This design comes from an exercise in tuning for small area and a short achievable clock period on the open sky130 flow, not from production work.
Where RTL was checked, it was by simulation tests only, not by an equivalence proof against the original.
Power is estimated from default activity; no workload was simulated.

== quartz ==
==> flow/design.v (excerpt) <==
module wasm_ctrl_top (
    input  logic                      clk,
    input  logic                      rst_n,
    input  logic [addr_w-1:0]         read_pointer,
    input  logic [window_bytes*8-1:0] window,
    output logic [7:0]                advance,
    output logic                      jump_en,
    output logic [addr_w-1:0]         jump_addr,
    output logic [11:0]               stack_ctrl,  
    output logic [31:0]               imm,
    output logic                      call_en,
    output logic [24:0]               call_frame,  
    output logic                      ret_en,
    output logic                      finish,
    output logic                      instr_error
);
Size in the first run: ~2,400 cells after synthesis, about 560 flip-flops, about 170 I/O pins, about 26,000 µm² of cells after synthesis.
==> flow/config.mk <==
export PLATFORM = sky130hd
export DESIGN_NAME = wasm_ctrl_top
export DESIGN_NICKNAME = wasm_ctrl_top
export VERILOG_FILES = /design/flow/design.v
export SDC_FILE = /design/flow/constraint.sdc
export NUM_CORES = 4
export LEC_CHECK = 0
export ABC_AREA = 1
export CAP_MARGIN = 20
export CORE_MARGIN = 2
export CORE_UTILIZATION = 60
export CTS_BUF_LIST = sky130_fd_sc_hd__clkbuf_4 sky130_fd_sc_hd__clkbuf_8
export CTS_CLUSTER_DIAMETER = 45
export CTS_CLUSTER_SIZE = 10
export GPL_ROUTABILITY_DRIVEN = 0
export SETUP_SLACK_MARGIN = 2.25
export SLEW_MARGIN = 20
==> flow/constraint.sdc <==
create_clock -name core_clock -period 8.0 [get_ports {clk}]
set_input_delay 1.6000 -clock core_clock [delete_from_list [all_inputs] [get_ports {clk}]]
set_output_delay 1.6000 -clock core_clock [all_outputs]
set_load 0.01 [all_outputs]
standard.sh (not shown) runs the stock make flow with config.mk's settings and CLKGATE_MAP_FILE= SYNTH_SCRIPT=/design/flow/synth_recipe.tcl, a recipe that flattens the netlist after the stock synthesis.
==> flow/flow/run.sh <==
#!/bin/bash
set -euo pipefail
export BUFFER_PORTS_ARGS="-buffer_cell sky130_fd_sc_hd__buf_1"
bash standard.sh > standard_flow.log 2>&1
quartz completed every stage of the flow, and the final layout passed the timing, design-rule and antenna checks.
Setup changes, quartz to raven
==> flow/flow/run.sh <==
#!/bin/bash
set -euo pipefail
export BUFFER_PORTS_ARGS="-buffer_cell sky130_fd_sc_hd__buf_2"
bash standard.sh > standard_flow.log 2>&1
diff --git a/flow/config.mk b/flow/config.mk
--- a/flow/config.mk
+++ b/flow/config.mk
@@ -12,3 +12,3 @@
-export CTS_BUF_LIST = sky130_fd_sc_hd__clkbuf_4 sky130_fd_sc_hd__clkbuf_8
-export CTS_CLUSTER_DIAMETER = 45
-export CTS_CLUSTER_SIZE = 10
+export CTS_BUF_LIST = sky130_fd_sc_hd__clkbuf_8
+export CTS_CLUSTER_DIAMETER = 50
+export CTS_CLUSTER_SIZE = 12
@@ -15,0 +16 @@
+export PLACE_DENSITY = 0.75
[summary]
For tightest hold margin, raven and quartz come out practically identical. NOTE: number of DRC violations after detailed-routing iteration 0 in raven exceeds that of quartz. Lower post-place setup slack was reported by quartz, not raven. For quartz, the critical path launch point was window[10], unlike raven, where it was window[7]. Global-route usage is lower on raven. For clock buffer instance count of the final layout, dividing the value from raven by the value from quartz gives 0.60. Highest layer used for signal routing: met4 -> raven, met5 -> quartz. raven vs quartz: relative contribution of sequential cells to total power up. raven ends up with a final period utilization that is 0.32 points higher than in quartz. The higher total wirelength of the detailed-routed design of quartz and raven is in quartz. Changes observed in raven relative to quartz: relative contribution of combinational cells to total power saw an increase, post-route total power saw a decrease, post-DP HPWL saw a decrease.

run 1:
wasm_ctrl_top, a different RTL version from the one above (not shown whole).
For scale: roughly 2500 cells after synthesis, about 170 I/O pins.
==> flow/config.mk <==
export PLATFORM = sky130hd
export DESIGN_NAME = wasm_ctrl_top
export DESIGN_NICKNAME = wasm_ctrl_top
export VERILOG_FILES = /design/flow/design.v
export SDC_FILE = /design/flow/constraint.sdc
export NUM_CORES = 4
export LEC_CHECK = 0
export ABC_AREA = 1
export CAP_MARGIN = 20
export CORE_MARGIN = 2
export CORE_UTILIZATION = 60
export CTS_BUF_LIST = sky130_fd_sc_hd__clkbuf_8
export CTS_CLUSTER_DIAMETER = 50
export CTS_CLUSTER_SIZE = 12
export SETUP_SLACK_MARGIN = 2.5
export SLEW_MARGIN = 20
==> flow/constraint.sdc <==
create_clock -name core_clock -period 8.0 [get_ports {clk}]
set_input_delay 1.6000 -clock core_clock [delete_from_list [all_inputs] [get_ports {clk}]]
set_output_delay 1.6000 -clock core_clock [all_outputs]
set_load 0.01 [all_outputs]
==> flow/flow/run.sh <==
#!/bin/bash
set -euo pipefail
export BUFFER_PORTS_ARGS="-buffer_cell sky130_fd_sc_hd__buf_2"
bash standard.sh > standard_flow.log 2>&1
In summary, run 1 completed successfully, with a layout that passed the timing, design-rule and antenna checks.
For run 2, these inputs were changed with respect to run 1:
Settings: swapping 2.5 for 2.25 in SETUP_SLACK_MARGIN.
[summary]
Between run 1 and run 2, total power after layout is higher for run 1, run 2 comes in under that.
Run 1 → run 2: cell-internal power fell by about 2.5%, total wire length fell by about 5%, count of buffering cells on the critical path with inverters included rose by 3, final critical delay including setup and external delays rose by 0.056 ns, worst setup margin fell by 0.056 ns.
Across both runs, area growth from synthesis to layout was lower for run 2 than for run 1.
Taking run 1 as the reference point, the global-route usage of run 2 falls by 0.95 points.
Run 2: multi-input logic portion of the cell area lower than run 1
Input-level comparison between run 3 and run 2:
Settings: SETUP_SLACK_MARGIN now 2.5, was 2.25.
==> flow/run.sh (new file) <==
#!/bin/bash
# synth_recipe.tcl (not shown) runs the flow's synth.tcl, then flattens the netlist and writes it again
# the make line also repeats each setting of config.mk as NAME=value (left out here)
make -C /OpenROAD-flow-scripts/flow DESIGN_CONFIG=/design/flow/config.mk WORK_HOME=/design/flow/orfs CLKGATE_MAP_FILE= SYNTH_SCRIPT=/design/flow/synth_recipe.tcl finish
removed: flow/flow/run.sh
removed: flow/standard.sh
### Flow results
Diff run 2..run 3 | last weighted congestion value of the routability-driven placer | negligible
Setup WNS run 2 -> run 3: better
NOTE fmax run 2->run 3 increased slightly
Diff run 2 and run 3: data arrival time of the worst path lower in run 3
The final non-filler cell total reported for run 3 is greater than that of run 2 by 99.
Compared with run 2, run 3 shows non-clock buffer count higher by about 45%.
Summary of run 3 over run 2: placed instance area shows an increase of 0.0010 sq mm, design area climbed 0.0023 sq mm, critical path depth decreased by 2 relative to the old numbers, fraction of power consumed by the clock network went down 1.4 points.
Run 3 ends up with a worst voltage drop across the vdd grid that is 1.4% lower than in run 2.

job 8250:
wasm_ctrl_top with an RTL version that a note above also has.
Size in the first run: roughly 560 flip-flops, about 170 I/O pins, roughly 0.026 mm2 of cells after synthesis.
Design wasm_ctrl_top, start of the top module:
module wasm_ctrl_top (
    input  logic                      clk,
    input  logic                      rst_n,
    input  logic [addr_w-1:0]         read_pointer,
    input  logic [window_bytes*8-1:0] window,
    output logic [7:0]                advance,
    output logic                      jump_en,
    output logic [addr_w-1:0]         jump_addr,
    output logic [11:0]               stack_ctrl,  
    output logic [31:0]               imm,
    output logic                      call_en,
    output logic [24:0]               call_frame,  
    output logic                      ret_en,
    output logic                      finish,
    output logic                      instr_error
);
clock: 8.0 ns
lec_check: 0
abc_area: 1
cap_margin: 20
core_margin: 2
core_utilization: 60
cts_buf_list: sky130_fd_sc_hd__clkbuf_8
cts_cluster_diameter: 50
cts_cluster_size: 12
gpl_routability_driven: 0
setup_slack_margin: 2.25
slew_margin: 20
==> flow/flow/run.sh <==
#!/bin/bash
set -euo pipefail
export BUFFER_PORTS_ARGS="-buffer_cell sky130_fd_sc_hd__buf_2"
bash standard.sh > standard_flow.log 2>&1
Job 8250 closes out successfully: all stages finished, all timing, DRC and antenna checks passed.
diff inputs: job 8250 => job 3135
Settings: ABC_AREA no longer set, was 1; GPL_ROUTABILITY_DRIVEN no longer set, was 0.
## What came out
In summary, job 3135 completed successfully, with a layout that passed the timing, design-rule and antenna checks. A most common cell after layout, fill and taps aside of nand2_1 is what job 8250 shows, while edfxtp_1 belongs to job 3135. Job 8250 has a higher remaining max-slew budget at the tightest pin than job 3135. On HPWL reported at the end of detailed placement: between job 3135 and job 8250, it ends up lower for job 3135. Internal power, job 3135 vs job 8250: down by a little under 10%.
Here is what was changed in the inputs of job 5825 compared with job 3135.
Settings: putting ABC_AREA at 1 where nothing was set; putting GPL_ROUTABILITY_DRIVEN at 0 where nothing was set.
==> flow/flow/run.sh <==
#!/bin/bash
# Layout flow: the standard synthesis, except that the technology mapping of the
# combinational logic uses ABC's area-oriented mapping (map -a) instead of the default
# delay-first mapping; registers are mapped exactly as in the standard synthesis. Then the standard flow's
# standard layout from floorplan on, with the port buffers made of plain buffers instead of the
# delay-cell buffers buffer_ports picks by default. Each tool logs to its own file here.
set -euo pipefail
rm -rf synth_scripts
cp -r "$FLOW_HOME/scripts" synth_scripts
cp flow/abc_area.script synth_scripts/abc_area.script
SCRIPTS_DIR="$PWD/synth_scripts" bash standard.sh synth > standard_synth.log 2>&1
export BUFFER_PORTS_ARGS="-buffer_cell sky130_fd_sc_hd__buf_2"
bash standard.sh > standard_flow.log 2>&1
==> flow/flow/abc_area.script (new file) <==
strash
dch
map -D 1150
topo
stime -c
buffer -c
upsize -c
dnsize -c
## What came out
Job 5825 finished end to end and its layout was clean on timing, DRC and antenna. Re part of the Yosys area used for sequential elements: job 3135 was lower than job 5825. Summed instance area of the synthesized netlist: job 5825 < job 3135. Against job 3135, job 5825 comes in 1.4 points higher on global-route usage. Reported for job 5825 and job 3135, number of flip-flops and latches turned out identical to the last digit. Comparing design area for job 5825 and job 3135, the smaller number came from job 5825.
> inputs changed (job 5825 -> job 5888)
Settings: putting GPL_TIMING_DRIVEN at 0 where nothing was set; clearing GPL_ROUTABILITY_DRIVEN, which used to be 0.
==> flow/flow/run.sh <==
#!/bin/bash
set -euo pipefail
export BUFFER_PORTS_ARGS="-buffer_cell sky130_fd_sc_hd__buf_2"
bash standard.sh > standard_flow.log 2>&1
removed: flow/flow/abc_area.script
### Flow results
Diff job 5825 -> job 5888: fraction of final layout cells with drive strength greater than 1 went down by 1.6 points, overall via count from detail_route went up by 1282, adder and majority gate portion of the synthesized area was more or less identical, fraction of area in clock buffers and inverters went up by 0.49 points, total power went up by 3.4%.
Timing, DRC, antenna: 0 failures across job 5825 and job 5888
Cell area | job 5888 vs job 5825 | job 5888 larger
Going from job 5825 to job 5888, maximum number of pins on one net before global-route repair down about 30%; non-clock buffer count now larger.
Leading cell type in the layout, fill and taps excluded: nand2_1 -> job 5888, edfxtp_1 -> job 5825
Worst setup path endpoint: jump_addr[8] -> job 5825, jump_addr[7] -> job 5888

== run A ==
wasm_ctrl_top, a different RTL version from the one above (not shown whole).
For scale: ~2,000 cells after synthesis, ~550 flip-flops, roughly 170 I/O pins, roughly 26,000 um^2 of cells after synthesis.
clock: 8.0 ns
lec_check: 0
cap_margin: 20
core_margin: 2
core_utilization: 40
setup_slack_margin: 3.5
slew_margin: 20
==> flow/flow/run.sh <==
#!/bin/bash
set -euo pipefail
export BUFFER_PORTS_ARGS="-buffer_cell sky130_fd_sc_hd__buf_2"
bash standard.sh > standard_flow.log 2>&1
The flow did not stop early for run A: all stages ran, and the layout cleared the timing, design-rule and antenna checks.
Here is what was changed in the inputs of run E compared with run A.
- removing SETUP_SLACK_MARGIN (formerly 3.5)
==> flow/run.sh (new file) <==
#!/bin/bash
# synth_recipe.tcl (not shown) runs the flow's synth.tcl, then flattens the netlist and writes it again
# the make line also repeats each setting of config.mk as NAME=value (left out here)
make -C /OpenROAD-flow-scripts/flow DESIGN_CONFIG=/design/flow/config.mk WORK_HOME=/design/flow/orfs CLKGATE_MAP_FILE= SYNTH_SCRIPT=/design/flow/synth_recipe.tcl finish
removed: flow/flow/run.sh
removed: flow/standard.sh
## What came out
- Worst ir drop on vdd essentially unchanged between run E and run A.
- Summary — post-route cell area, run E relative to run A: lower, by 2000 um^2.
- The more densely filled core belongs to run A, not run E.
- Changes observed in run E relative to run A: number of nets in the layout saw a decrease, final worst setup slack saw a decrease, switching fraction of total power saw a decrease, number of post-CTS setup repair buffers saw a decrease.
- sky130_fd_sc_hd__clkdlybuf4s50_1 as the library cell contributing the largest single delay on the critical path was reported by run E, and sky130_fd_sc_hd__fa_2 by run A.
- Run E vs run A, global-route usage went down by 1.4 points.
Function was not checked in any run of this note: the RTL went through the layout flow alone.

RTL: one of the versions met above, not the one the previous note started from.
For scale: roughly 2000 cells after synthesis, about 560 flip-flops, about 170 I/O pins, roughly 25000 sq um of cells after synthesis.
Settings: LEC_CHECK=0, ABC_AREA=1, CAP_MARGIN=20, CORE_MARGIN=2, CORE_UTILIZATION=60, CTS_BUF_LIST=sky130_fd_sc_hd__clkbuf_8, CTS_CLUSTER_DIAMETER=50, CTS_CLUSTER_SIZE=12, GPL_ROUTABILITY_DRIVEN=0, SETUP_SLACK_MARGIN=2.25, SLEW_MARGIN=20; clock period 8.0 ns.
==> flow/flow/run.sh <==
#!/bin/bash
# Layout flow: the standard synthesis, except that the technology mapping of the
# combinational logic uses ABC's area-oriented mapping (map -a) instead of the default
# delay-first mapping; registers are mapped exactly as in the standard synthesis. Then the standard flow's
# standard layout from floorplan on, with the port buffers made of plain buffers instead of the
# delay-cell buffers buffer_ports picks by default. Each tool logs to its own file here.
set -euo pipefail
rm -rf synth_scripts
cp -r "$FLOW_HOME/scripts" synth_scripts
cp flow/abc_area.script synth_scripts/abc_area.script
SCRIPTS_DIR="$PWD/synth_scripts" bash standard.sh synth > standard_synth.log 2>&1
export BUFFER_PORTS_ARGS="-buffer_cell sky130_fd_sc_hd__buf_2"
bash standard.sh > standard_flow.log 2>&1
==> flow/flow/abc_area.script <==
strash
dch
map -a
topo
stime -c
buffer -c
upsize -c
dnsize -c
Edit:
==> flow/flow/abc_area.script (replaced) <==
strash
dch
map -D 1100
topo
stime -c
buffer -c
upsize -c
dnsize -c
- SETUP_SLACK_MARGIN: 2.25 -> 2.5
After rerunning:
- The new run finished clean
- worst hold slack gets worse by 16 ps
- setup slack gets better by 300 ps
- power fell by about 0.4%
- register-to-register slack gets better by 550 ps
- clock skew fell by 19 ps
Edit:
- SETUP_SLACK_MARGIN: 2.5 -> 2.25
=> The changed run produced a clean layout. Global-route usage came out lower by 0.76 points. Cell count shrinks slightly. Clock power grows by roughly a tenth. Die area does not change. Hold slack improves by 8.9 ps. First-iteration DRC count went down by a little under a tenth.
Edit:
==> flow/flow/run.sh (replaced) <==
#!/bin/bash
set -euo pipefail
export BUFFER_PORTS_ARGS="-buffer_cell sky130_fd_sc_hd__buf_2"
bash standard.sh > standard_flow.log 2>&1
- CORE_UTILIZATION: 60 -> 50
- GPL_ROUTABILITY_DRIVEN: 0 -> not set
removed: flow/flow/abc_area.script
The new run passed the timing, design-rule and antenna checks.
Via count goes up by 4.8%.
Final area came out higher by 3.1%.
Synthesized cell count rises by 15%.
Total power goes up by 3.0%.
Critical path depth decreases by 1.
Sequential share of layout area went down by 1.8 points.
Die area went up by 23%.
Edit:
==> flow/flow/run.sh (replaced) <==
#!/bin/bash
# Layout flow: the standard synthesis, then an area re-mapping of the combinational logic
# (OpenROAD restructure; registers are left as synthesis made them), then the standard
# layout from floorplan on, with the port buffers made of plain buffers instead of the
# delay-cell buffers buffer_ports picks by default. Each tool logs to its own file here.
set -euo pipefail
export BUFFER_PORTS_ARGS="-buffer_cell sky130_fd_sc_hd__buf_2"
bash standard.sh synth > standard_synth.log 2>&1
python3 flow/filter_lib.py "$FLOW_HOME/platforms/$FLOW_PLATFORM/lib/sky130_fd_sc_hd__tt_025C_1v80.lib" \
    abc_cells.lib > filter_lib.log 2>&1
openroad -no_init -exit flow/restructure.tcl > restructure.log 2>&1
bash standard.sh > standard_flow.log 2>&1
==> flow/flow/filter_lib.py (new file) <==
# Copy a liberty file without the cells the platform marks don't-use (lpflow_* and probe*),
# so that the area re-mapping below cannot pick them.
import re
import sys

src, dst = sys.argv[1], sys.argv[2]
text = open(src).read()
out = []
pos = 0
pat = re.compile(r'\n\s*cell\s*\(\s*"?([A-Za-z0-9_]+)"?\s*\)\s*\{')
for m in pat.finditer(text):
    if m.start() < pos:
        continue
    name = m.group(1)
    if 'lpflow' not in name and 'probe' not in name:
        continue
    depth = 0
    i = m.end() - 1
    while True:
        c = text[i]
        if c == '{':
            depth += 1
        elif c == '}':
            depth -= 1
            if depth == 0:
                break
        i += 1
    out.append(text[pos:m.start()])
    pos = i + 1
out.append(text[pos:])
open(dst, 'w').write(''.join(out))
==> flow/flow/restructure.tcl (new file) <==
# Re-map the synthesized combinational logic for area. Registers keep their names and cells.
set plat $::env(FLOW_HOME)/platforms/$::env(FLOW_PLATFORM)
set res orfs/results/$::env(FLOW_PLATFORM)/wasm_ctrl_top/base
read_lef $plat/lef/sky130_fd_sc_hd.tlef
read_lef $plat/lef/sky130_fd_sc_hd_merged.lef
read_liberty $plat/lib/sky130_fd_sc_hd__tt_025C_1v80.lib
read_db $res/1_synth.odb
read_sdc $res/1_synth.sdc
puts "area before [sta::format_area [rsz::design_area] 0]"
file mkdir rmp_work
restructure -target area -liberty_file abc_cells.lib \
    -tielo_port sky130_fd_sc_hd__conb_1/LO -tiehi_port sky130_fd_sc_hd__conb_1/HI \
    -work_dir rmp_work
puts "area after [sta::format_area [rsz::design_area] 0]"
write_db $res/1_synth.odb
- CORE_UTILIZATION: 50 -> 60
- SETUP_SLACK_MARGIN: 2.25 -> 2.6
What happened:
- total power fell by a quarter to a third
- final area came out lower slightly
- global-route usage came out higher by 6.6 points
- core utilization went up by 18 points
- critical path depth rises by 9
- worst setup slack got worse by 400 ps
- sequential power drops by roughly a tenth
- worst hold slack is better by 3.7 ps
- clock skew is lower by 5.2 ps
Edit:
==> flow/flow/run.sh (replaced) <==
#!/bin/bash
set -euo pipefail
export BUFFER_PORTS_ARGS="-buffer_cell sky130_fd_sc_hd__buf_2"
bash standard.sh > standard_flow.log 2>&1
- SETUP_SLACK_MARGIN: 2.6 -> 2.25
removed: flow/flow/filter_lib.py
removed: flow/flow/restructure.tcl
The new run ran to the end with no violations.
Setup slack gains 400 ps.
Critical path depth decreases by 12.
Routed wire length rose slightly.
Synthesized area climbs by roughly a tenth.
Register-to-register slack improves by 540 ps.
Worst hold slack is better by 7.2 ps.

-- port drivers added, routing unchanged --
No port has a modelled driver above. Below, the same layouts with a new extraction and two added sets of constraints. Step 1, drivers: a clkbuf_16 drives clk and a buf_2 each remaining input, both assumed. Step 2 moves the port delays by t, midway between the first and last clock arrival at a register: inputs arrive t later, outputs are due t later. That takes back most of the time a late clock gives input paths. a / b / c = ideal / step 1 / step 2; a / b = the first two.
run | t (ns) | setup slack, ns | worst setup path after step 2 | pins driven straight from the clock port
quartz | 0.697 | 2.357 / 2.313 / 2.313 | input to output | 1
raven | 0.720 | 2.332 / 2.222 / 2.222 | input to output | 1
run 1 | 0.714 | 2.354 / 2.302 / 2.302 | input to output | 1
run 2 | 0.716 | 2.298 / 2.241 / 2.241 | input to output | 1
run 3 | 0.724 | 2.365 / 2.324 / 2.324 | input to output | 1
job 8250 | 0.728 | 2.337 / 2.282 / 2.282 | input to output | 1
job 3135 | 0.724 | 2.056 / 1.990 / 1.990 | input to output | 1
job 5825 | 0.698 | 2.127 / 2.074 / 2.074 | input to output | 1
job 5888 | 0.740 | 2.251 / 2.206 / 2.206 | input to output | 1
run A | 0.685 | 2.048 / 2.000 / 2.000 | input to output | 1
run E | 0.668 | 0.491 / 0.456 / 0.456 | input to output | 1
the first run of note 5 | 0.708 | 1.865 / 1.811 / 1.811 | input to output | 1
the second run of note 5 | 0.708 | 2.164 / 2.108 / 2.108 | input to output | 1
the third run of note 5 | 0.716 | 2.167 / 2.114 / 2.114 | input to output | 1
the fourth run of note 5 | 0.734 | 2.321 / 2.256 / 2.256 | input to output | 1
the fifth run of note 5 | 0.722 | 1.923 / 1.835 / 1.835 | input to output | 1
the sixth run of note 5 | 0.738 | 2.326 / 2.293 / 2.293 | input to output | 1
After both steps setup and hold are still met in every run listed. For raven, which loses most, drivers alone change the setup slack by -0.110 ns; drivers and shift together by -0.110 ns.
